Background: an optimization exercise with open tools, aiming at small area. Do not read the settings as production practice. Function was checked by simulation only, so behaviour that the tests miss may differ from the original. Power is estimated from default activity; no workload was simulated. No driver is modelled on the clock port, so clocking that relies on it looks cheaper here than on a real chip.

==> flow/design.v <==
package led_scan_pkg;
    localparam int N_ROWS = 16;
    localparam int N_COLS = 16;
    typedef logic [N_ROWS-1:0][N_COLS-1:0] pixel_frame_t;
    typedef enum logic {
        S_BLANK = 1'b0,
        S_DRIVE = 1'b1
    } scan_state_e;
    function automatic int unsigned max_u(input int unsigned a, input int unsigned b);
        max_u = (a > b) ? a : b;
    endfunction
endpackage
import led_scan_pkg::*;
module led_frame_buffer
(
    input  logic              clk,
    input  logic              RST,
    input  logic [led_scan_pkg::N_ROWS-1:0][led_scan_pkg::N_COLS-1:0] red_i,
    input  logic [led_scan_pkg::N_ROWS-1:0][led_scan_pkg::N_COLS-1:0] grn_i,
    input  logic              valid_i,
    output logic              ready_o,
    input  logic              swap_i,
    input  logic [3:0]        row_idx_i,
    output logic              shown_o,
    output logic [led_scan_pkg::N_COLS-1:0] red_row_o,
    output logic [led_scan_pkg::N_COLS-1:0] grn_row_o
);
    localparam int NR = led_scan_pkg::N_ROWS;
    localparam int NC = led_scan_pkg::N_COLS;
    logic [NR-1:0][NC-1:0] staging_red_q;
    logic [NR-1:0][NC-1:0] staging_grn_q;
    logic [NR-1:0][NC-1:0] shadow_red_q;
    logic [NR-1:0][NC-1:0] shadow_grn_q;
    logic [NC-1:0] row_red_q;
    logic [NC-1:0] row_grn_q;
    logic [3:0]   staging_tap_q;
    logic [3:0]   shadow_tap_q;
    logic         pending_q;
    logic         shown_q;
    logic         fill_q;
    logic         even_inv_q;
    logic         odd_inv_q;
    logic         staging_inv;
    logic         capture;
    logic         load;
    logic         fill;
    assign capture     = !RST && valid_i && !pending_q;
    assign load        = swap_i && pending_q;
    assign fill        = load || fill_q;
    assign staging_inv = !staging_tap_q[0];
    always_ff @(posedge clk) begin
        if (RST) begin
            pending_q <= 1'b0;
            shown_q   <= 1'b0;
        end else if (capture) begin
            pending_q <= 1'b1;
        end else if (load) begin
            pending_q <= 1'b0;
            shown_q   <= 1'b1;
        end
    end
    always_ff @(posedge clk) begin
        if (capture) begin
            staging_red_q <= ~red_i;
            staging_grn_q <= ~grn_i;
        end else begin
            staging_red_q <= ~{staging_red_q[0], staging_red_q[NR-1:1]};
            staging_grn_q <= ~{staging_grn_q[0], staging_grn_q[NR-1:1]};
        end
    end
    always_ff @(posedge clk) begin
        for (int r = 0; r < NR; r += 2) begin
            if (fill) begin
                shadow_red_q[r] <= ~staging_red_q[r];
                shadow_grn_q[r] <= ~staging_grn_q[r];
            end else begin
                shadow_red_q[r] <= ~shadow_red_q[r+1];
                shadow_grn_q[r] <= ~shadow_grn_q[r+1];
            end
        end
        for (int r = 1; r < NR; r += 2) begin
            shadow_red_q[r] <= shadow_red_q[(r+1) % NR];
            shadow_grn_q[r] <= shadow_grn_q[(r+1) % NR];
        end
    end
    always_ff @(posedge clk) begin
        fill_q     <= load;
        even_inv_q <= fill ? !staging_inv : !odd_inv_q;
        odd_inv_q  <= even_inv_q;
    end
    always_ff @(posedge clk) begin
        if (capture) staging_tap_q <= 4'd0;
        else         staging_tap_q <= staging_tap_q + 4'd1;
        if (load)    shadow_tap_q  <= staging_tap_q;
        else         shadow_tap_q  <= shadow_tap_q + 4'd1;
    end
    logic tap_at_0;
    logic tap_at_2;
    assign tap_at_0 = shadow_tap_q == row_idx_i;
    assign tap_at_2 = shadow_tap_q + 4'd2 == row_idx_i;
    always_ff @(posedge clk) begin
        if (!even_inv_q && (tap_at_0 || tap_at_2)) begin
            row_red_q <= ~(tap_at_2 ? shadow_red_q[2] : shadow_red_q[0]);
            row_grn_q <= ~(tap_at_2 ? shadow_grn_q[2] : shadow_grn_q[0]);
        end
    end
    assign ready_o   = !pending_q;
    assign shown_o   = shown_q;
    assign red_row_o = ~row_red_q;
    assign grn_row_o = ~row_grn_q;
endmodule
import led_scan_pkg::*;
module led_matrix_scanner
#(
    parameter int unsigned DWELL_CYCLES = 2048,
    parameter int unsigned BLANK_CYCLES = 16
) (
    input  logic                 clk,
    input  logic                 RST,
    input  logic                 enable,
    input  logic [led_scan_pkg::N_ROWS*led_scan_pkg::N_COLS-1:0] RedPixels,
    input  logic [led_scan_pkg::N_ROWS*led_scan_pkg::N_COLS-1:0] GrnPixels,
    input  logic                 frame_valid,
    output logic                 frame_ready,
    output logic [led_scan_pkg::N_ROWS-1:0] row_sel,
    output logic [3:0]           row_idx,
    output logic [led_scan_pkg::N_COLS-1:0] red_col,
    output logic [led_scan_pkg::N_COLS-1:0] grn_col,
    output logic                 frame_start
);
    localparam int unsigned SLOT  = BLANK_CYCLES + DWELL_CYCLES;
    localparam int unsigned POS_W = $clog2(SLOT);
    localparam logic [POS_W-1:0] POS_LAST  = POS_W'(SLOT - 1);
    localparam logic [POS_W-1:0] POS_DRIVE = POS_W'(BLANK_CYCLES);
    logic [POS_W-1:0]   pos_q;
    logic [3:0]         row_q;
    logic               driving;
    logic               slot_done;
    logic               swap;
    logic [N_COLS-1:0]  red_row;
    logic [N_COLS-1:0]  grn_row;
    logic               shown;
    assign slot_done = (pos_q & POS_LAST) == POS_LAST;
    assign driving   = pos_q >= POS_DRIVE;
    assign swap      = enable && slot_done && (row_q == 4'd15);
    always_ff @(posedge clk) begin
        if (RST) begin
            pos_q <= '0;
            row_q <= '0;
        end else if (!enable) begin
            pos_q <= '0;
        end else if (slot_done) begin
            pos_q <= '0;
            row_q <= row_q + 4'd1;
        end else begin
            pos_q <= pos_q + POS_W'(1);
        end
    end
    led_frame_buffer u_frame_buffer (
        .clk       (clk),
        .RST       (RST),
        .red_i     (RedPixels),
        .grn_i     (GrnPixels),
        .valid_i   (frame_valid),
        .ready_o   (frame_ready),
        .swap_i    (swap),
        .row_idx_i (row_q),
        .shown_o   (shown),
        .red_row_o (red_row),
        .grn_row_o (grn_row)
    );
    always_comb begin
        row_sel     = '0;
        red_col     = '0;
        grn_col     = '0;
        frame_start = 1'b0;
        if (driving) begin
            row_sel     = N_ROWS'(1) << row_q;
            red_col     = shown ? red_row : '0;
            grn_col     = shown ? grn_row : '0;
            frame_start = (pos_q == POS_DRIVE) && (row_q == 4'd0);
        end
    end
    assign row_idx = row_q;
endmodule
==> flow/config.mk <==
export PLATFORM = sky130hd
export DESIGN_NAME = led_matrix_scanner
export DESIGN_NICKNAME = led_matrix_scanner
export VERILOG_FILES = /design/flow/design.v
export SDC_FILE = /design/flow/constraint.sdc
export NUM_CORES = 4
export LEC_CHECK = 0
export CAP_MARGIN = 20
export CORE_MARGIN = 2
export CORE_UTILIZATION = 70
export SLEW_MARGIN = 20
==> flow/constraint.sdc <==
create_clock -name core_clock -period 6.0 [get_ports {clk}]
set_input_delay 1.2000 -clock core_clock [delete_from_list [all_inputs] [get_ports {clk}]]
set_output_delay 1.2000 -clock core_clock [all_outputs]
set_load 0.01 [all_outputs]
standard.sh (not shown) runs the stock make flow with config.mk's settings and CLKGATE_MAP_FILE= SYNTH_SCRIPT=/design/flow/synth_recipe.tcl, a recipe that flattens the netlist after the stock synthesis.
==> flow/flow/run.sh <==
#!/bin/bash
# Own layout flow:
#  1. the standard synthesis, unchanged (standard.sh synth);
#  2. an area re-map of its combinational logic with Yosys/ABC (remap.ys, abc_area.script):
#     every register (and tie cell) stays the same instance with the same name and cell type,
#     only the logic between them is mapped again, for area (ABC amap);
#  3. the standard layout (standard.sh finish) on that netlist, with two changes:
#     - every input and output port still gets a buffer, but of the smallest buffer cell
#       (buf_1) instead of the one buffer_ports picks by default;
#     - clock tree: clkbuf_8 only, sink clusters of at most 18 registers within 50 um, and no
#       dummy loads; the clock still reaches every register through buffers.
# Each tool's full output goes to a log of its own here: log_synth.txt, log_remap.txt,
# log_layout.txt (and ORFS's own logs under orfs/logs).
set -euo pipefail
W=$PWD
F=$W/flow
R=$W/orfs/results/$FLOW_PLATFORM/led_matrix_scanner/base
LIB=$FLOW_HOME/platforms/$FLOW_PLATFORM/lib/sky130_fd_sc_hd__tt_025C_1v80.lib
YOSYS=$FLOW_HOME/../tools/install/yosys/bin/yosys

bash standard.sh synth > $W/log_synth.txt 2>&1

cp $R/1_2_yosys.v $W/std_1_2_yosys.v
DU=""
for c in $(sed -n '/DONT_USE_CELLS/,/^$/p' $FLOW_HOME/platforms/$FLOW_PLATFORM/config.mk | tr -d '\\' | grep -o 'sky130_fd_sc_hd__[A-Za-z0-9_]*'); do
  DU="$DU -dont_use $c"
done
sed -e "s#@LIB@#$LIB#g" -e "s#@IN@#$W/std_1_2_yosys.v#" -e "s#@OUT@#$W/remap.v#" \
    -e "s#@TOP@#$FLOW_TOP#g" -e "s#@DONTUSE@#$DU#" -e "s#@SCRIPT@#$F/abc_area.script#" \
    $F/remap.ys > $W/remap.ys
$YOSYS -s $W/remap.ys > $W/log_remap.txt 2>&1
cp $W/remap.v $R/1_2_yosys.v
rm -f $R/1_synth.odb $R/1_synth.sdc

CTS="-sink_clustering_enable -repair_clock_nets -dont_use_dummy_load -buf_list sky130_fd_sc_hd__clkbuf_8 -sink_clustering_size 18 -sink_clustering_max_diameter 50"
bash standard.sh "BUFFER_PORTS_ARGS=-buffer_cell sky130_fd_sc_hd__buf_1" "CTS_ARGS=$CTS" finish > $W/log_layout.txt 2>&1
Other scripts of this flow, unchanged in this note and not shown: flow/flow/abc_area.script, flow/flow/remap.ys
Change:
==> flow/flow/run.sh (replaced) <==
#!/bin/bash
# Own layout flow: the standard synthesis, then an area re-map of the combinational logic
# (registers untouched), then the standard layout with port buffers of the smallest buffer.
set -euo pipefail
W=$PWD
F=$W/flow
R=$W/orfs/results/$FLOW_PLATFORM/led_matrix_scanner/base
LIB=$FLOW_HOME/platforms/$FLOW_PLATFORM/lib/sky130_fd_sc_hd__tt_025C_1v80.lib
YOSYS=$FLOW_HOME/../tools/install/yosys/bin/yosys

bash standard.sh synth > $W/log_synth.txt 2>&1

cp $R/1_2_yosys.v $W/std_1_2_yosys.v
DU=""
for c in $(sed -n '/DONT_USE_CELLS/,/^$/p' $FLOW_HOME/platforms/$FLOW_PLATFORM/config.mk | tr -d '\\' | grep -o 'sky130_fd_sc_hd__[A-Za-z0-9_]*'); do
  DU="$DU -dont_use $c"
done
sed -e "s#@LIB@#$LIB#g" -e "s#@IN@#$W/std_1_2_yosys.v#" -e "s#@OUT@#$W/remap.v#" \
    -e "s#@TOP@#$FLOW_TOP#g" -e "s#@DONTUSE@#$DU#" -e "s#@SCRIPT@#$F/abc_area.script#" \
    $F/remap.ys > $W/remap.ys
$YOSYS -s $W/remap.ys > $W/log_remap.txt 2>&1
cp $W/remap.v $R/1_2_yosys.v
rm -f $R/1_synth.odb $R/1_synth.sdc

CTS="-sink_clustering_enable -repair_clock_nets -dont_use_dummy_load -buf_list sky130_fd_sc_hd__clkbuf_16 -sink_clustering_size 34 -sink_clustering_max_diameter 60"
bash standard.sh "BUFFER_PORTS_ARGS=-buffer_cell sky130_fd_sc_hd__buf_1" "CTS_ARGS=$CTS" finish > $W/log_layout.txt 2>&1
After rerunning: Flip-flop and latch count does not change; register-to-register slack gains 60 ps; worst setup slack gains 60 ps; via count is about the same; critical path depth stays the same; power grows by 1.8%; combinational power barely changes; routed wire length goes up by 0.69%; design area went up by 0.32%; clock skew went down by 7.5 ps.

-- port drivers added, routing unchanged --
How much do the figures lean on ideal ports? The routed layouts below were timed once more, with nothing changed but the port constraints.
Step 1 assumes that a clkbuf_16 drives the clock port and a buf_2 every other input.
Step 2 adds t to the input delays and takes it off the output delays; t is the mean of the earliest and latest rising clock arrival at the registers after step 1. Input paths then give back, and output paths get back, about the clock's delay inside the block.
a / b / c = ideal / step 1 / step 2; a / b = the first two.
run | t, ns | slack for setup (ns) | worst setup path after step 2 | clock arrival spread, ns | cell pins on the clock port's net
the first run | 0.687 | 1.988 / 1.988 / 1.777 | input to register | 0.066 / 0.066 | 1
the second run | 0.643 | 2.048 / 2.048 / 1.775 | input to register | 0.058 / 0.059 | 1
After both steps every run listed still meets setup and hold. For the second run, which loses most, drivers alone change the setup slack by 0.000 ns; drivers and shift together by -0.273 ns.
